What follows belongs to an exercise in optimizing a design on an open flow for small area, a short achievable clock period and few clock cycles per item; a production flow would make more cautious choices.
Where RTL was checked, it was by simulation tests only, not by an equivalence proof against the original.
Only the layout flow was run in run 3; the RTL was not checked for function there.

==> flow/design.v (outline; a module is shown in full before it is edited, if it fits) <==
// module particle_update_step_unit: 204 lines
module particle_update_step_unit (
  input  logic               clk,
  input  logic               rst_n,
  input  logic               in_valid,
  output logic               in_stall,
  input  logic signed [31:0] in_pos_x,
  input  logic signed [31:0] in_pos_y,
  input  logic signed [31:0] in_vel_x,
  input  logic signed [31:0] in_vel_y,
  input  logic signed [31:0] in_life_left,
  input  logic signed [31:0] in_gravity_amount,
  input  logic        [15:0] in_gravity_angle,
  input  logic               in_last_of_list,
  output logic               out_valid,
  input  logic               out_stall,
  output logic               out_keep,
  output logic        [12:0] out_slot,
  output logic signed [31:0] out_new_x,
  output logic signed [31:0] out_new_y,
  output logic signed [31:0] out_new_vel_x,
  output logic signed [31:0] out_new_vel_y,
  output logic signed [31:0] out_new_life,
  output logic               out_end_of_list
);
  // ...
==> flow/flow/run.sh <==
#!/bin/bash
# Standard ORFS layout (the standard.sh, unchanged synthesis and steps),
# with repair_timing aiming for setup slack of 10.5 ns at the design's
# period instead of 0, so that the layout's achieved period is pushed down.
set -euo pipefail
bash standard.sh SETUP_SLACK_MARGIN=10.5 finish > make_finish.log 2>&1
==> flow/standard.sh <==
#!/bin/bash
# synth_recipe.tcl (not shown) runs the flow's synth.tcl, then flattens the netlist and writes it again
# the make line also repeats each setting of config.mk as NAME=value (left out here)
make -C /OpenROAD-flow-scripts/flow DESIGN_CONFIG=/design/flow/config.mk WORK_HOME=/design/flow/orfs CLKGATE_MAP_FILE= SYNTH_SCRIPT=/design/flow/synth_recipe.tcl "${@:-finish}"
==> flow/config.mk <==
export PLATFORM = sky130hd
export DESIGN_NAME = particle_update_step_unit
export DESIGN_NICKNAME = particle_update_step_unit
export VERILOG_FILES = /design/flow/design.v
export SDC_FILE = /design/flow/constraint.sdc
export NUM_CORES = 4
export LEC_CHECK = 0
export CAP_MARGIN = 20
export CORE_MARGIN = 2
export CORE_UTILIZATION = 40
export SLEW_MARGIN = 20
export SYNTH_MEMORY_MAX_BITS = 16384
==> flow/constraint.sdc <==
create_clock -name core_clock -period 16.0 [get_ports {clk}]
set_input_delay 3.2000 -clock core_clock [delete_from_list [all_inputs] [get_ports {clk}]]
set_output_delay 3.2000 -clock core_clock [all_outputs]
set_load 0.01 [all_outputs]
==> notes.md, run 1 <==
- The layer flagged by global routing as most heavily used is met2.
- The flow ran to the end and the layout has no timing, DRC or antenna violations.
- The root buffer cell chosen for the clock tree is clkbuf_16.
- The met3 wire length is ~20 mm.
- The worst register-to-register path begins at sw1$_DFFE_PN_.
- The met3 track utilization from global routing is 0.04418.
- The routed length per placed instance is 25.94 um.
- The instance count of the mapped netlist is roughly 6200.
- From left edge to right edge, the die measures 410.4 um.
- Compared with the post-synthesis result, the final layout area differs by 20.76%.
- For the worst-skew pair, the clock arrives at the later sink with an insertion delay of 0.72 ns.
- The synthesized design spends more area on one cell type than any other, namely edfxtp_1.
- For this run, the top clock speed supported by timing is roughly 180 MHz.
- Leaving out fill and tap cells, the most frequent cell in the layout is edfxtp_1.
- Setup violations remaining at the end of the flow were counted as 0.
- The data arrival at the endpoint of the critical path is approximately 6.0 ns.
- The kind of critical path is in2reg.
- The first detailed-routing pass took 14 iterations.
- Headroom to the max-slew limit came out at 0.2415.
- The worst-case reg-to-reg path depth is 18.
- The cell with the largest stage delay on the worst path is xor3_4.
- In the synthesized netlist the async set-or-reset flop fraction comes to 0.
- The required time of the worst setup path is around 16 ns.
- The worst slack on hold paths is ~0.43 ns.
- After detailed routing, the number of vias per cell comes to approximately 6.0.
- Clock-pin slew was measured on the worst setup and hold paths at 0.06 ns.
- The final-report max-slew violation count came to 0.
- The most common cell in the synthesized netlist is edfxtp_1.
- The maximum clock skew at final layout is ~0.036 ns.
- The path class of the tightest hold or removal check is reg2reg.
- The routed length on met1 is roughly 90 mm.
- By area, the combinational part of the netlist is dominated by compound AO/OA/AOI/OAI gates.
- The sequential share of the synthesized area is 0.3893.
Testbench counts, summed over its fixed seeds: cycles 24,024, items 24,000.
==> run 2: changes to the inputs <==
==> flow/flow/run.sh (replaced) <==
#!/bin/bash
# Standard ORFS layout (the standard.sh, unchanged synthesis and steps),
# with repair_timing aiming for setup slack of 11.5 ns at the design's
# period instead of 0, so that the layout's achieved period is pushed down.
set -euo pipefail
bash standard.sh SETUP_SLACK_MARGIN=11.5 finish > make_finish.log 2>&1
==> run 2 against run 1 <==
Still clean on timing, DRC and antenna. Die area did not move. Sequential share of layout area decreased by 1.6 points. Final cell count grew 2.9%. Register-to-register slack better by 0.09 ns. Via count is 4.1% higher.
==> notes.md, run 2 <==
- The run finished with no timing, DRC or antenna violations.
- Summed over all failing endpoints, the final setup total negative slack is 0 ns.
- Leaving out fill and tap cells, the most frequent cell in the layout is edfxtp_1.
- The worst-case reg-to-reg path depth was 21 (+3).
- The post-synthesis cell type count is 92.
- The sequential share of the synthesized area is 0.3893 (unchanged).
- The met3 wire length is 23.40 mm (+15%).
- The CTS tree is done.
- The synthesized netlist occupies a cell area of 66050 um2.
- After detailed routing, the number of remaining DRC violations is 0.
- The detailed-router iteration count before antenna repair is 15 (+1).
- The root buffer selected by CTS is clkbuf_16.
- The number of enable-type register cells in the synthesized netlist is roughly 850.
- The worst setup slack for register-to-register paths is 10.59 ns.
- The instance count of the mapped netlist is 6239 (unchanged).
- Counting along the longest clock path gives a buffer depth of 3.
- After floorplanning, the core was sized to cover about 160000 um2.
- The placed cell area is around 72000 um2.
- After the first detailed-routing iteration, the DRC count stood at between 8000 and 9000.
- The post-placement worst setup slack is around 7.4 ns.
- The via count of the first global-routing pass is around 54000.
- Entering global routing, the biggest net connects about 110 pins.
- The average cell area after synthesis is 10.59 um2.
- Global routing finished with a remaining overflow of 0.
- The last element of the critical path is tab1[3]$_SDFFCE_PP0N_.
- Once layout is done, the placed cells without fillers occupy about 84000 um2.
- In this run the remaining antenna-violating nets after routing total 0.
- Wire segments on met2 add up to around 110 mm in the final route.
- The worst slew slack as a fraction of its limit is 0.1944 (-0.04710).
- The CTS buffer count is 90.
- The reg-to-reg critical path startpoint is sw1$_DFFE_PN_.
- The period utilization is 0.3429.
- The average via count per standard cell is 6.106 (+1.2%).
- The worst path meets setup with between 10 and 15 ns of slack.
- The maximum clock skew at final layout was 0.03656 ns (+0.0004036 ns).
- The count of buffers from port buffering is 384.
- The floorplan die width is 410.4 um (unchanged).
- Subtracting the final worst setup slack from the clock period gives roughly 5.5 ns.
- Along the worst path, the maximum fanout reaches 8.
- The maximum clock frequency came to 182.3 MHz (+0.46%).
- The required time of the worst setup path is 16.48 ns (+0.04 ns).
- The clock-pin slew of the registers on the worst-case setup and hold paths is 0.06 ns (about the same).
- Sorting the synthesized cells by area gives the leading types as edfxtp_1 (38%), fa_1 (9.5%), mux2_2 (6.9%), xnor2_1 (5.8%), ha_1 (5.0%).
- Summed over all nets, the half-perimeter wirelength after detailed placement is about 150 mm.
- The number of antenna violations at the first check in global routing is 6.
- The total number of vias is around 55000.
- The setup path with the least slack is of type in2reg.
- Row generation in the floorplan step produced approximately 150 rows.
- For this run, the number of Yosys warnings is 1.
- The growth of design area from synthesis to finish is 27.23%.
- The leading cell type by number of instances after synthesis is edfxtp_1.
- The number of inserted filler cells in the final layout is ~14000.
- The count of H-tree levels built during CTS is 3.
- Leaving out fill and tap cells, the most frequent cells in the layout are edfxtp_1 (845), xnor2_1 (413), inv_1 (402).
- Across the run, the number of max-cap violations was 0.
- The final setup violation count is 0 (unchanged).
- In the global route stage, overall resource usage came out at 0.2720.
- The routability congestion estimate from global placement is slightly above 0.9.
- The area of the die is around 170000 um2.
- The clock network latency to the later pin of the worst-skew pair came to 0.73 ns (about the same).
- The commonest register cell after synthesis is edfxtp_1.
- By count the netlist is led by edfxtp_1 (845), clkbuf_1 (498), inv_1 (457), xnor2_1 (435), nand2_1 (406).
- The data arrival at the endpoint of the critical path was 5.97 ns (+0.02 ns).
- The most area-hungry cell type in the Yosys netlist is edfxtp_1.
- The topmost layer with routed signal wires is met5.
- The initial core utilization is 0.4017.
- The worst slack on hold paths is 0.4211 ns (-0.01035 ns).
- The net count of the mapped netlist is about 7000.
- The share of cells above drive strength 1 is 0.2967.
- The height of the die is between 400 and 500 um.
- The flip-flop and latch count after synthesis is around 860.
- The count of clock tree sinks is 862.
- At the pin with the least slew margin, the transition time is between 1 and 1.5 ns.
- The worst setup path is launched from an input pin.
- Tracing the worst setup path back leads to its startpoint at in_gravity_angle[13].
- The routed length per placed instance is 26.33 um (+1.5%).
- The capturing element type of the critical path is a flop.
- After detailed routing, the total wire length is between 200 and 250 mm.
- Setup repair after global routing could not meet its margin everywhere.
- The final-report max-slew violation count is 0 (unchanged).
- The net count of the finished layout is approximately 7600.
- The count of boundary I/O pins is 390.
- The fraction of registers with async set/reset is 0 (unchanged).
- The area share of the leading cell type in the synthesized netlist is 0.3842.
- The number of hold violations in the final report came to 0.
- The first global-routing pass estimated around 350 mm of wire.
- The routed length on met1 came to 90.88 mm (+1.5%).
- The worst register-to-register path ends at xci2$_DFFE_PP_.
- The min-delay analysis places its worst path in the category reg2reg.
- The largest registers in the layout are amt31 (34), xc2 (34), yc2 (34).
-- run 2: cell type report --
class | count | area [um2] | area share
multi-input combinational | 4377 | 40560 | 0.4826
sequential | 862 | 25730 | 0.3061
timing repair buffer | 991 | 10260 | 0.1220
tap | 2189 | 2739 | 0.03259
clock buffer | 101 | 2303 | 0.02741
inverter | 462 | 1765 | 0.02101
clock inverter | 63 | 688.2 | 0.008189
antenna | 1 | 2.502 | 0.00002978
-- run 2: timing repair --
| action | 4_1_cts | 5_1_grt |
|---|---|---|
| cloned | 52 | 11 |
| endpoints found under the setup margin | 666 | 359 |
| gates resized for setup | 1666 | 335 |
| hold buffers | 0 | 0 |
| pin swaps | 450 | 300 |
| buffers inserted | 294 | 105 |
-- run 2: worst min-delay path by stage --
stage	startpoint	end	slack, ns	cells after the start
6_report	last1$_DFFE_PN_	last2$_DFFE_PP_	0.42	0
3_3_place_gp	last1$_DFFE_PN_	last2$_DFFE_PP_	0.40	0
2_1_floorplan	last1$_DFFE_PN_	last2$_DFFE_PP_	0.40	0
4_1_cts	last1$_DFFE_PN_	last2$_DFFE_PP_	0.42	0
3_5_place_dp	last1$_DFFE_PN_	last2$_DFFE_PP_	0.41	0
5_1_grt	last1$_DFFE_PN_	last2$_DFFE_PP_	0.42	0
-- run 2: per-layer routing --
metal,global-route usage,vias up
li1,-,24126
met1,0.3450,26609
met2,0.4332,3455
met3,0.05310,1036
met4,0.1561,6
met5,0,-
-- run 2: metrics by stage --
step	utilization	std cells
after detailed placement	0.4406	8419
after floorplan	-	6239
after global routing	0.5111	9046
after global placement	0.4406	8419
after CTS	0.4969	8929
final	0.5111	9046
-- run 2: cells by family after synthesis --
kind of cell | share of synthesized area
AO/OA/AOI/OAI | 0.1651
AND/OR/NAND/NOR | 0.08740
buffers and inverters | 0.05829
flip-flops | 0.3893
XOR/XNOR | 0.07922
adder cells (fa/ha/maj) | 0.1456
multiplexers | 0.07513
-- run 2: critical path, cell delays in order --
cell	delay, ns
buf_16	0.13
xor2_2	0.16
ha_4	0.18
ha_4	0.15
xor3_2	0.30
clkinv_4	0.15
buf_12	0.16
buf_16	0.15
buf_12	0.14
nor2_4	0.29
buf_4	0.18
nor2_1	0.04
o32a_1	0.15
nor2_1	0.12
a31oi_2	0.10
a311oi_4	0.38
==> module particle_update_step_unit, before the edit <==
module particle_update_step_unit (
  input  logic               clk,
  input  logic               rst_n,
  input  logic               in_valid,
  output logic               in_stall,
  input  logic signed [31:0] in_pos_x,
  input  logic signed [31:0] in_pos_y,
  input  logic signed [31:0] in_vel_x,
  input  logic signed [31:0] in_vel_y,
  input  logic signed [31:0] in_life_left,
  input  logic signed [31:0] in_gravity_amount,
  input  logic        [15:0] in_gravity_angle,
  input  logic               in_last_of_list,
  output logic               out_valid,
  input  logic               out_stall,
  output logic               out_keep,
  output logic        [12:0] out_slot,
  output logic signed [31:0] out_new_x,
  output logic signed [31:0] out_new_y,
  output logic signed [31:0] out_new_vel_x,
  output logic signed [31:0] out_new_vel_y,
  output logic signed [31:0] out_new_life,
  output logic               out_end_of_list
);
  function automatic logic [29:0] booth8_enc(input logic [16:0] m,
                                             input logic        neg);
    logic [19:0] mm;
    logic [2:0]  t;
    logic [23:0] sel;
    logic [5:0]  ng;
    mm = {2'b00, m, 1'b0};
    for (int i = 0; i < 6; i++) begin
      t = mm[3*i +: 3] ^ {3{mm[3*i+3]}};
      sel[4*i]   = !t[2] && (t[1] ^ t[0]);
      sel[4*i+1] = (!t[2] && t[1] && t[0]) || (t[2] && !t[1] && !t[0]);
      sel[4*i+2] = t[2] && (t[1] ^ t[0]);
      sel[4*i+3] = t[2] && t[1] && t[0];
      ng[i] = mm[3*i+3] ^ neg;
    end
    booth8_enc = {ng, sel};
  endfunction
  logic               v1, v2, ov, sv;    
  logic               ld1, ld2, en_out, adv2;
  assign en_out   = !ov || !out_stall;
  assign adv2     = v2 && !sv;
  assign ld2      = !v2 || !sv;
  assign ld1      = !v1 || ld2;
  assign in_stall = !ld1;
  logic        [7:0]  tab_f, tab_m;
  logic signed [33:0] amt3_in;
  always_comb begin
    tab_f = in_gravity_angle[13] ? ~in_gravity_angle[12:5] : in_gravity_angle[12:5];
    tab_m[0] = tab_f[1] ^ tab_f[0];
    tab_m[1] = tab_f[2] ^ (&tab_f[1:0]);
    tab_m[2] = tab_f[3] ^ (&tab_f[2:0]);
    tab_m[3] = tab_f[4] ^ (&tab_f[3:0]);
    tab_m[4] = tab_f[5] ^ (&tab_f[4:0]);
    tab_m[5] = tab_f[6] ^ (&tab_f[5:0]);
    tab_m[6] = tab_f[7] ^ (&tab_f[6:0]);
    tab_m[7] = &tab_f[7:0];
    amt3_in = 34'(in_gravity_amount) + (34'(in_gravity_amount) <<< 1);
  end
  logic signed [31:0] px1, py1, vx1, vy1, life1, amt1;
  logic signed [33:0] amt31;
  logic        [33:0] tab1;           
  logic               sw1, cneg1, sneg1, last1;
  always_ff @(posedge clk) begin
    if (!rst_n) begin
      v1 <= 1'b0;
    end else if (ld1) begin
      v1 <= in_valid;
    end
  end
  always_ff @(posedge clk) begin
    if (ld1) begin
      px1   <= in_pos_x;
      py1   <= in_pos_y;
      vx1   <= in_vel_x;
      vy1   <= in_vel_y;
      life1 <= in_life_left;
      amt1  <= in_gravity_amount;
      amt31 <= amt3_in;
      tab1  <= pus_pkg::rom_pair(tab_m);
      sw1   <= in_gravity_angle[13] ^ in_gravity_angle[14];
      cneg1 <= in_gravity_angle[15] ^ in_gravity_angle[14];
      sneg1 <= in_gravity_angle[15];
      last1 <= in_last_of_list;
    end
  end
  logic        [16:0] cmag, smag;
  logic        [99:0] cs_x, cs_y;
  logic        [16:0] low_x, low_y;
  logic signed [32:0] life_d;
  logic signed [31:0] x2, y2, life2;
  logic        [33:0] xs2, xc2, ys2, yc2;   
  logic               xci2, yci2;           
  logic               keep2, last2;
  always_comb begin
    smag   = sw1 ? tab1[16:0]  : tab1[33:17];
    cmag   = sw1 ? tab1[33:17] : tab1[16:0];
    cs_x   = pus_pkg::mac_x(amt1, amt31, booth8_enc(cmag, cneg1), vx1);
    cs_y   = pus_pkg::mac_y(amt1, amt31, booth8_enc(smag, !sneg1), vy1);
    low_x  = {1'b0, cs_x[15:0]} + {1'b0, cs_x[65:50]};
    low_y  = {1'b0, cs_y[15:0]} + {1'b0, cs_y[65:50]};
    life_d = 33'(life1) - 33'sd65536;
  end
  always_ff @(posedge clk) begin
    if (!rst_n) begin
      v2 <= 1'b0;
    end else if (ld2) begin
      v2 <= v1;
    end
  end
  always_ff @(posedge clk) begin
    if (ld2) begin
      x2    <= px1 + vx1;
      y2    <= py1 + vy1;
      life2 <= (life_d[32] != life_d[31]) ? 32'sh80000000 : life_d[31:0];
      keep2 <= (life1 > 32'sd65536);
      last2 <= last1;
      xs2   <= cs_x[49:16];
      xc2   <= cs_x[99:66];
      xci2  <= low_x[16];
      ys2   <= cs_y[49:16];
      yc2   <= cs_y[99:66];
      yci2  <= low_y[16];
    end
  end
  logic        [12:0] cnt;
  logic signed [33:0] rx, ry;
  logic signed [31:0] sx, sy;
  logic               r_keep, r_last;
  logic        [12:0] r_slot;
  logic signed [31:0] r_x, r_y, r_vx, r_vy, r_life;
  always_comb begin
    rx = xs2 + xc2 + 34'(xci2);
    ry = ys2 + yc2 + 34'(yci2);
    sx = (rx[33:31] == 3'b000 || rx[33:31] == 3'b111) ? rx[31:0]
       : (rx[33] ? 32'sh80000000 : 32'sh7FFFFFFF);
    sy = (ry[33:31] == 3'b000 || ry[33:31] == 3'b111) ? ry[31:0]
       : (ry[33] ? 32'sh80000000 : 32'sh7FFFFFFF);
    r_keep = keep2;
    r_last = last2;
    r_life = life2;
    r_slot = keep2 ? cnt : 13'd0;
    r_x    = keep2 ? x2 : 32'sd0;
    r_y    = keep2 ? y2 : 32'sd0;
    r_vx   = keep2 ? sx : 32'sd0;
    r_vy   = keep2 ? sy : 32'sd0;
  end
  always_ff @(posedge clk) begin
    if (!rst_n) begin
      cnt <= '0;
    end else if (adv2) begin
      if (last2)      cnt <= '0;
      else if (keep2) cnt <= cnt + 13'd1;
    end
  end
  logic               o_keep, o_last;
  logic        [12:0] o_slot;
  logic signed [31:0] o_x, o_y, o_vx, o_vy, o_life;
  logic               k_keep, k_last;
  logic        [12:0] k_slot;
  logic signed [31:0] k_x, k_y, k_vx, k_vy, k_life;
  always_ff @(posedge clk) begin
    if (!rst_n) begin
      ov <= 1'b0;
      sv <= 1'b0;
    end else begin
      if (en_out) begin
        ov <= sv || v2;
        sv <= 1'b0;
      end else if (!sv) begin
        sv <= v2;
      end
    end
  end
  always_ff @(posedge clk) begin
    if (en_out) begin
      if (sv) begin
        o_keep <= k_keep; o_slot <= k_slot; o_x <= k_x; o_y <= k_y;
        o_vx <= k_vx; o_vy <= k_vy; o_life <= k_life; o_last <= k_last;
      end else begin
        o_keep <= r_keep; o_slot <= r_slot; o_x <= r_x; o_y <= r_y;
        o_vx <= r_vx; o_vy <= r_vy; o_life <= r_life; o_last <= r_last;
      end
    end
  end
  always_ff @(posedge clk) begin
    if (!en_out && !sv) begin
      k_keep <= r_keep; k_slot <= r_slot; k_x <= r_x; k_y <= r_y;
      k_vx <= r_vx; k_vy <= r_vy; k_life <= r_life; k_last <= r_last;
    end
  end
  assign out_valid       = ov;
  assign out_keep        = o_keep;
  assign out_slot        = o_slot;
  assign out_new_x       = o_x;
  assign out_new_y       = o_y;
  assign out_new_vel_x   = o_vx;
  assign out_new_vel_y   = o_vy;
  assign out_new_life    = o_life;
  assign out_end_of_list = o_last;
endmodule
==> run 3: changes to the inputs <==
--- a/flow/design.v
+++ b/flow/design.v
@@ -1205,15 +1205,16 @@
     end
     booth8_enc = {ng, sel};
   endfunction
-  logic               v1, v2, ov, sv;    
-  logic               ld1, ld2, en_out, adv2;
+  logic               v0, v1, v2, ov, sv;    
+  logic               ld0, ld1, ld2, en_out, adv2;
   assign en_out   = !ov || !out_stall;
   assign adv2     = v2 && !sv;
   assign ld2      = !v2 || !sv;
   assign ld1      = !v1 || ld2;
-  assign in_stall = !ld1;
+  assign ld0      = !v0 || ld1;
+  assign in_stall = !ld0;
   logic        [7:0]  tab_f, tab_m;
-  logic signed [33:0] amt3_in;
+  logic signed [32:0] life_d;
   always_comb begin
     tab_f = in_gravity_angle[13] ? ~in_gravity_angle[12:5] : in_gravity_angle[12:5];
     tab_m[0] = tab_f[1] ^ tab_f[0];
@@ -1224,51 +1225,74 @@
     tab_m[5] = tab_f[6] ^ (&tab_f[5:0]);
     tab_m[6] = tab_f[7] ^ (&tab_f[6:0]);
     tab_m[7] = &tab_f[7:0];
-    amt3_in = 34'(in_gravity_amount) + (34'(in_gravity_amount) <<< 1);
+    life_d = 33'(in_life_left) - 33'sd65536;
   end
-  logic signed [31:0] px1, py1, vx1, vy1, life1, amt1;
+  logic signed [31:0] px0, py0, vx0, vy0, life0, amt0;
+  logic        [7:0]  m0;
+  logic               keep0, sw0, cneg0, sneg0, last0;
+  always_ff @(posedge clk) begin
+    if (!rst_n) begin
+      v0 <= 1'b0;
+    end else if (ld0) begin
+      v0 <= in_valid;
+    end
+  end
+  always_ff @(posedge clk) begin
+    if (ld0) begin
+      px0   <= in_pos_x;
+      py0   <= in_pos_y;
+      vx0   <= in_vel_x;
+      vy0   <= in_vel_y;
+      life0 <= (life_d[32] != life_d[31]) ? 32'sh80000000 : life_d[31:0];
+      keep0 <= (in_life_left > 32'sd65536);
+      amt0  <= in_gravity_amount;
+      m0    <= tab_m;
+      sw0   <= in_gravity_angle[13] ^ in_gravity_angle[14];
+      cneg0 <= in_gravity_angle[15] ^ in_gravity_angle[14];
+      sneg0 <= in_gravity_angle[15];
+      last0 <= in_last_of_list;
+    end
+  end
+  logic        [33:0] tab_q;
+  logic        [16:0] cmag, smag;
+  always_comb begin
+    tab_q = pus_pkg::rom_pair(m0);
+    smag  = sw0 ? tab_q[16:0]  : tab_q[33:17];
+    cmag  = sw0 ? tab_q[33:17] : tab_q[16:0];
+  end
+  logic signed [31:0] x1, y1, vx1, vy1, life1, amt1;
   logic signed [33:0] amt31;
-  logic        [33:0] tab1;           
-  logic               sw1, cneg1, sneg1, last1;
+  logic        [29:0] cbd1, sbd1;    
+  logic               keep1, last1;
   always_ff @(posedge clk) begin
     if (!rst_n) begin
       v1 <= 1'b0;
     end else if (ld1) begin
-      v1 <= in_valid;
+      v1 <= v0;
     end
   end
   always_ff @(posedge clk) begin
     if (ld1) begin
-      px1   <= in_pos_x;
-      py1   <= in_pos_y;
-      vx1   <= in_vel_x;
-      vy1   <= in_vel_y;
-      life1 <= in_life_left;
-      amt1  <= in_gravity_amount;
-      amt31 <= amt3_in;
-      tab1  <= pus_pkg::rom_pair(tab_m);
-      sw1   <= in_gravity_angle[13] ^ in_gravity_angle[14];
-      cneg1 <= in_gravity_angle[15] ^ in_gravity_angle[14];
-      sneg1 <= in_gravity_angle[15];
-      last1 <= in_last_of_list;
+      x1    <= px0 + vx0;
+      y1    <= py0 + vy0;
+      vx1   <= vx0;
+      vy1   <= vy0;
+      life1 <= life0;
+      keep1 <= keep0;
+      amt1  <= amt0;
+      amt31 <= 34'(amt0) + (34'(amt0) <<< 1);
+      cbd1  <= booth8_enc(cmag, cneg0);
+      sbd1  <= booth8_enc(smag, !sneg0);
+      last1 <= last0;
     end
   end
-  logic        [16:0] cmag, smag;
   logic        [99:0] cs_x, cs_y;
-  logic        [16:0] low_x, low_y;
-  logic signed [32:0] life_d;
   logic signed [31:0] x2, y2, life2;
-  logic        [33:0] xs2, xc2, ys2, yc2;   
-  logic               xci2, yci2;           
+  logic        [49:0] xs2, xc2, ys2, yc2;   
   logic               keep2, last2;
   always_comb begin
-    smag   = sw1 ? tab1[16:0]  : tab1[33:17];
-    cmag   = sw1 ? tab1[33:17] : tab1[16:0];
-    cs_x   = pus_pkg::mac_x(amt1, amt31, booth8_enc(cmag, cneg1), vx1);
-    cs_y   = pus_pkg::mac_y(amt1, amt31, booth8_enc(smag, !sneg1), vy1);
-    low_x  = {1'b0, cs_x[15:0]} + {1'b0, cs_x[65:50]};
-    low_y  = {1'b0, cs_y[15:0]} + {1'b0, cs_y[65:50]};
-    life_d = 33'(life1) - 33'sd65536;
+    cs_x  = pus_pkg::mac_x(amt1, amt31, cbd1, vx1);
+    cs_y  = pus_pkg::mac_y(amt1, amt31, sbd1, vy1);
   end
   always_ff @(posedge clk) begin
     if (!rst_n) begin
@@ -1279,28 +1303,29 @@
   end
   always_ff @(posedge clk) begin
     if (ld2) begin
-      x2    <= px1 + vx1;
-      y2    <= py1 + vy1;
-      life2 <= (life_d[32] != life_d[31]) ? 32'sh80000000 : life_d[31:0];
-      keep2 <= (life1 > 32'sd65536);
+      x2    <= x1;
+      y2    <= y1;
+      life2 <= life1;
+      keep2 <= keep1;
       last2 <= last1;
-      xs2   <= cs_x[49:16];
-      xc2   <= cs_x[99:66];
-      xci2  <= low_x[16];
-      ys2   <= cs_y[49:16];
-      yc2   <= cs_y[99:66];
-      yci2  <= low_y[16];
+      xs2   <= cs_x[49:0];
+      xc2   <= cs_x[99:50];
+      ys2   <= cs_y[49:0];
+      yc2   <= cs_y[99:50];
     end
   end
   logic        [12:0] cnt;
+  logic        [49:0] ax, ay;
   logic signed [33:0] rx, ry;
   logic signed [31:0] sx, sy;
   logic               r_keep, r_last;
   logic        [12:0] r_slot;
   logic signed [31:0] r_x, r_y, r_vx, r_vy, r_life;
   always_comb begin
-    rx = xs2 + xc2 + 34'(xci2);
-    ry = ys2 + yc2 + 34'(yci2);
+    ax = xs2 + xc2;
+    ay = ys2 + yc2;
+    rx = ax[49:16];
+    ry = ay[49:16];
     sx = (rx[33:31] == 3'b000 || rx[33:31] == 3'b111) ? rx[31:0]
        : (rx[33] ? 32'sh80000000 : 32'sh7FFFFFFF);
     sy = (ry[33:31] == 3'b000 || ry[33:31] == 3'b111) ? ry[31:0]
==> flow/flow/run.sh (replaced) <==
#!/bin/bash
# Standard ORFS layout (the standard.sh, unchanged synthesis and steps),
# with repair_timing aiming for setup slack of 11.4 ns at the design's
# period instead of 0, so that the layout's achieved period is pushed down.
set -euo pipefail
bash standard.sh SETUP_SLACK_MARGIN=11.4 finish > make_finish.log 2>&1
==> run 3 against run 2 <==
Still clean. Worst setup slack improved by 0.072 ns. Final cell count rose by 1.7%. Highest routed layer unchanged.
==> notes.md, run 3 <==
- The fraction of registers with async set/reset is 0 (unchanged).
- The count of H-tree levels built during CTS is 4 (+1).
- The number of buffers between clock root and the deepest sink is 3 (unchanged).
- In this run the most critical hold path is launched from x1[18]$_DFFE_PP_.
- The placed cell area was 79790 um2 (+10%).
- The total routing usage reported by global routing is 0.2439 (-0.02818).
- The average via count per standard cell was 5.991 (-1.9%).
- The period utilization was 0.3384 (-0.004475).
- The depth of the worst hold-timing path came to 0 (unchanged).
- The routed length per placed instance is 25.73 um (-2.3%).
- The number of rows created at floorplan was 157 (+5.4%).
- The kind of critical path is in2reg.
- The global-route wire length before repair was 348.7 mm (-0.23%).
- The clock-pin slew of the registers on the worst-case setup and hold paths is 0.06 ns (about the same).
- The number of nets with antenna violations after routing is 0 (unchanged).
- The number of DRC violations after detailed-routing iteration 0 was 6556 (-21%).
- The largest registers in the layout are yc2 (50), xs2 (49).
- For this run, the leading register cell type out of synthesis is edfxtp_1.
- STA classifies the critical path endpoint as a flop.
- The cell with the largest stage delay on the worst path is nor2_4.
- The root buffer selected by CTS is clkbuf_16.
- The finished layout cell area is 87300 um2 (+3.9%).
- The aggregate global routing overflow is 0 (unchanged).
- The worst-case reg-to-reg path depth is 9 (-57%).
- The number of antenna violations at the first check in global routing was 11 (+5).
- The total number of vias is 55114 (-0.21%).
- Yosys attributes the largest share of cell area to edfxtp_1 (46%), fa_1 (8.4%), xnor2_1 (5.0%), ha_1 (4.6%), a221oi_1 (4.4%).
- The final-layout setup total negative slack is 0 ns (unchanged).
- The count of buffers from port buffering is 384 (unchanged).
- The classification of the worst-slack hold path is reg2reg.
- The required time of the worst setup path is 16.70 ns (+0.22 ns).
- The area of the core was 183500 um2 (+12%).
- The endpoint of the worst hold path is x2[18]$_DFFE_PP_.
- The initial core utilization came to 0.4030 (+0.001359).
- The detailed-router iteration count before antenna repair is 8 (-7).
- The via count of the first global-routing pass came to 53640 (-0.39%).
- The measured slew at the worst slew-check pin is 1.061 ns (-0.1472 ns).
- The final-report max-slew violation count was 0 (unchanged).
- STA classifies the critical path startpoint as an input pin.
- The share of cells above drive strength 1 is 0.1635 (-0.1332).
- The number of hold violations in the final report is 0 (unchanged).
- Counting instances in the post-synthesis netlist gives the leading cell types as edfxtp_1 (1134), clkbuf_1 (448), xnor2_1 (426), inv_1 (414), a221oi_1 (372).
- The flip-flop and latch count after synthesis is 1185 (+37%).
- The sequential share of the synthesized area is 0.4743 (+0.08498).
- The net count of the mapped netlist was 7164 (+1.9%).
- The number of remaining DRC errors is 0 (unchanged).
- The number of enable-type register cells in the synthesized netlist came to 1134 (+34%).
- The endpoint identified for the worst register-to-register timing path is yc2[37]$_DFFE_PP_.
- The largest driver fanout on the critical path is 8 (unchanged).
- The count of warnings emitted by yosys is 1 (unchanged).
- The CTS buffer count was 131 (+46%).
- The flow ran to the end and the layout has no timing, DRC or antenna violations.
- The average cell area after synthesis is 11.61 um2 (+9.6%).
- The post-synthesis cell type count came to 95 (+3.3%).
- In the layout the commonest cells are edfxtp_1 (1134), xnor2_1 (421), inv_1 (409).
- The count of maximum capacitance violations is 0 (unchanged).
- The flip-flop count of the largest register after layout is 50.
- The floorplan die width came to 434.0 um (+5.8%).
- The data arrival at the endpoint of the critical path is 6.11 ns (+0.14 ns).
- The worst setup slack for register-to-register paths is 11.63 ns (+1.04 ns).
- The total standard cell area after synthesis was 73950 um2 (+12%).
- The final setup violation count is 0 (unchanged).
- The count of clock tree sinks is 1185 (+37%).
- The maximum clock skew at final layout is 0.05368 ns (+0.01712 ns).
- The maximum number of pins on one net before global-route repair is 140 (+30%).
- The net count of the finished layout is 7420 (-2.1%).
- The leading cell type in the layout, fill and taps excluded is edfxtp_1.
- The delay of the slowest cell on the worst path is 0.30 ns (-0.08 ns).
- The clock network latency to the later pin of the worst-skew pair is 0.80 ns (+0.07 ns).
- The maximum clock frequency is 184.7 MHz (+1.3%).
- The area of the die is 188300 um2 (+12%).
- In this run the critical register-to-register path is launched from sbd1[25]$_DFFE_PP_.
- The most area-hungry cell type in the Yosys netlist is edfxtp_1.
- The worst slew slack as a fraction of its limit came to 0.2925 (+0.09815).
- The routability congestion estimate from global placement is 0.9241 (-1.1%).
- The register with the most flip-flops in the final layout is yc2.
- The total length of routed wires is 236.7 mm (-0.63%).
- The height of the die was 434.0 um (+5.8%).
- The count of boundary I/O pins is 390 (unchanged).
- Traced cell by cell, the critical path runs through buf_6, xor2_1, ha_2, ha_4, xnor2_4, xnor2_2, nand2_2, and2_4, inv_12, buf_16, nor2_4, buf_6, nor2_4, o22ai_2, a211oi_2, o21ai_1, o311a_1, nor3_4.
- Among all cell types in the netlist, the one instantiated most often is edfxtp_1.
- The instance count of the mapped netlist is 6372 (+2.1%).
- The CTS tree is done.
- The minimum clock period is 5.415 ns (-0.07160 ns).
- The number of inserted filler cells in the final layout is 16615 (+15%).
- The area share of the leading cell type in the synthesized netlist is 0.4605 (+0.07632).
- Setup repair after global routing could not meet its margin everywhere.
- Relative to the synthesized area, the layout overhead comes to 18.05%.
- The detailed placer's ending HPWL is 153.7 mm (+4.0%).
-- run 3: changes by cell type after synthesis, sizes merged, moves of 48 or more --
cell and change:
mux2 -286, edfxtp +289, nor2 -64, a22o +356, clkbuf -48, a221oi +293, buf +88, a222oi -264
nand2 -124, a22oi -74
-- run 3: worst max path at each step --
| stage | start | endpoint | slack, ns | cells after the start |
|---|---|---|---|---|
| after global placement | in_gravity_angle[13] | tab_q[6]$_SDFF_PP0_ | 7.35 | 18 |
| after CTS | in_gravity_angle[13] | tab_q[6]$_SDFF_PP0_ | 10.78 | 18 |
| final | in_gravity_angle[5] | tab_q[6]$_SDFF_PP0_ | 10.58 | 18 |
| after global routing | in_gravity_angle[5] | tab_q[6]$_SDFF_PP0_ | 10.60 | 18 |
| after detailed placement | in_gravity_angle[13] | tab_q[6]$_SDFF_PP0_ | 7.33 | 18 |
| after floorplan | sv$_SDFF_PP0_ | in_stall | 4.98 | 4 |
-- run 3: critical path: cells and delay by family --
kind,cells,cell delay (ns)
XOR/XNOR,3,0.51
AO/OA/AOI/OAI,4,0.57
buffers and inverters,4,0.50
adder cells (fa/ha/maj),2,0.40
AND/OR/NAND/NOR,5,0.91
-- run 3: cell families (layout without fill, tap and decap cells) --
| kind of cell | Yosys count | in the layout | share of synthesized area |
|---|---|---|---|
| xor gates and xnor gates | 627 | 627 | 0.07436 |
| DFF | 1185 | 1185 | 0.4743 |
| and+or+nand+nor | 1024 | 1031 | 0.06644 |
| other | 0 | 7 | 0 |
| AOI/OAI and AO/OA | 1801 | 1802 | 0.1805 |
| buffers and inverters | 1008 | 1356 | 0.05271 |
| muxes | 148 | 148 | 0.02225 |
| adders and majority gates | 579 | 579 | 0.1294 |
-- run 3: per-layer routing --
metal / global-route usage / vias up / share of wire
li1: - / 24216 / -
met1: 0.3226 / 27209 / 0.40
met2: 0.3885 / 3013 / 0.46
met3: 0.05122 / 668 / 0.090
met4: 0.1018 / 8 / 0.044
met5: 0 / - / 0.00022
-- run 3: area by class of cell --
type	count	area, um2	share of cell area
Antenna cell	7	17.52	0.0002007
Clock buffer	159	3436	0.03936
Clock inverter	74	949.7	0.01088
Inverter	420	1600	0.01833
Multi-Input combinational cell	4187	36550	0.4186
Sequential cell	1185	35090	0.4019
Tap cell	2464	3083	0.03532
Timing Repair Buffer	701	6565	0.07520
Timing Repair inverter	2	16.27	0.0001863
-- run 3: timing repair --
action,CTS,global route
cloned,29,7
setup buffers,105,41
pin swaps,83,87
hold buffers,0,0
resized for setup,1113,127
endpoints found under the setup margin,510,351
-- run 3: per-stage QoR --
stage	std cells	setup WS, ns	util	hold slack (ns)
after global routing	9197	10.60	0.4758	0.3988
after CTS	9144	10.78	0.4705	0.4009
after floorplan	6372	4.980	-	0.4003
after detailed placement	8777	7.328	0.4349	0.4045
final	9199	10.58	0.4758	0.4039
after global placement	8777	7.349	0.4349	0.4007

[static timing again, ports no longer ideal]
How much do the figures lean on ideal ports? The routed layouts below were timed once more, with nothing changed but the port constraints.
Step 1 assumes that a clkbuf_16 drives the clock port and a buf_2 every other input.
Step 2 times the ports against the registers' clock, not the clock port: input delays grow and output delays shrink by t, the midpoint of the rising clock arrivals with the driver on.
Slacks: ideal / step 1 / step 2; pairs: ideal / step 1.
| run | shift t [ns] | setup slack, ns | worst setup path at the end | clock arrival spread, ns |
|---|---|---|---|---|
| run 1 | 0.782 | 10.488 / 10.492 / 9.710 | input to register | 0.039 / 0.039 |
| run 2 | 0.786 | 10.513 / 10.534 / 9.748 | input to register | 0.044 / 0.044 |
| run 3 | 0.857 | 10.585 / 10.606 / 9.749 | input to register | 0.060 / 0.060 |
After both steps setup and hold are still met in every run listed. The setup slack of run 3, which loses most, moves by +0.021 ns with the drivers and by -0.836 ns with both steps.
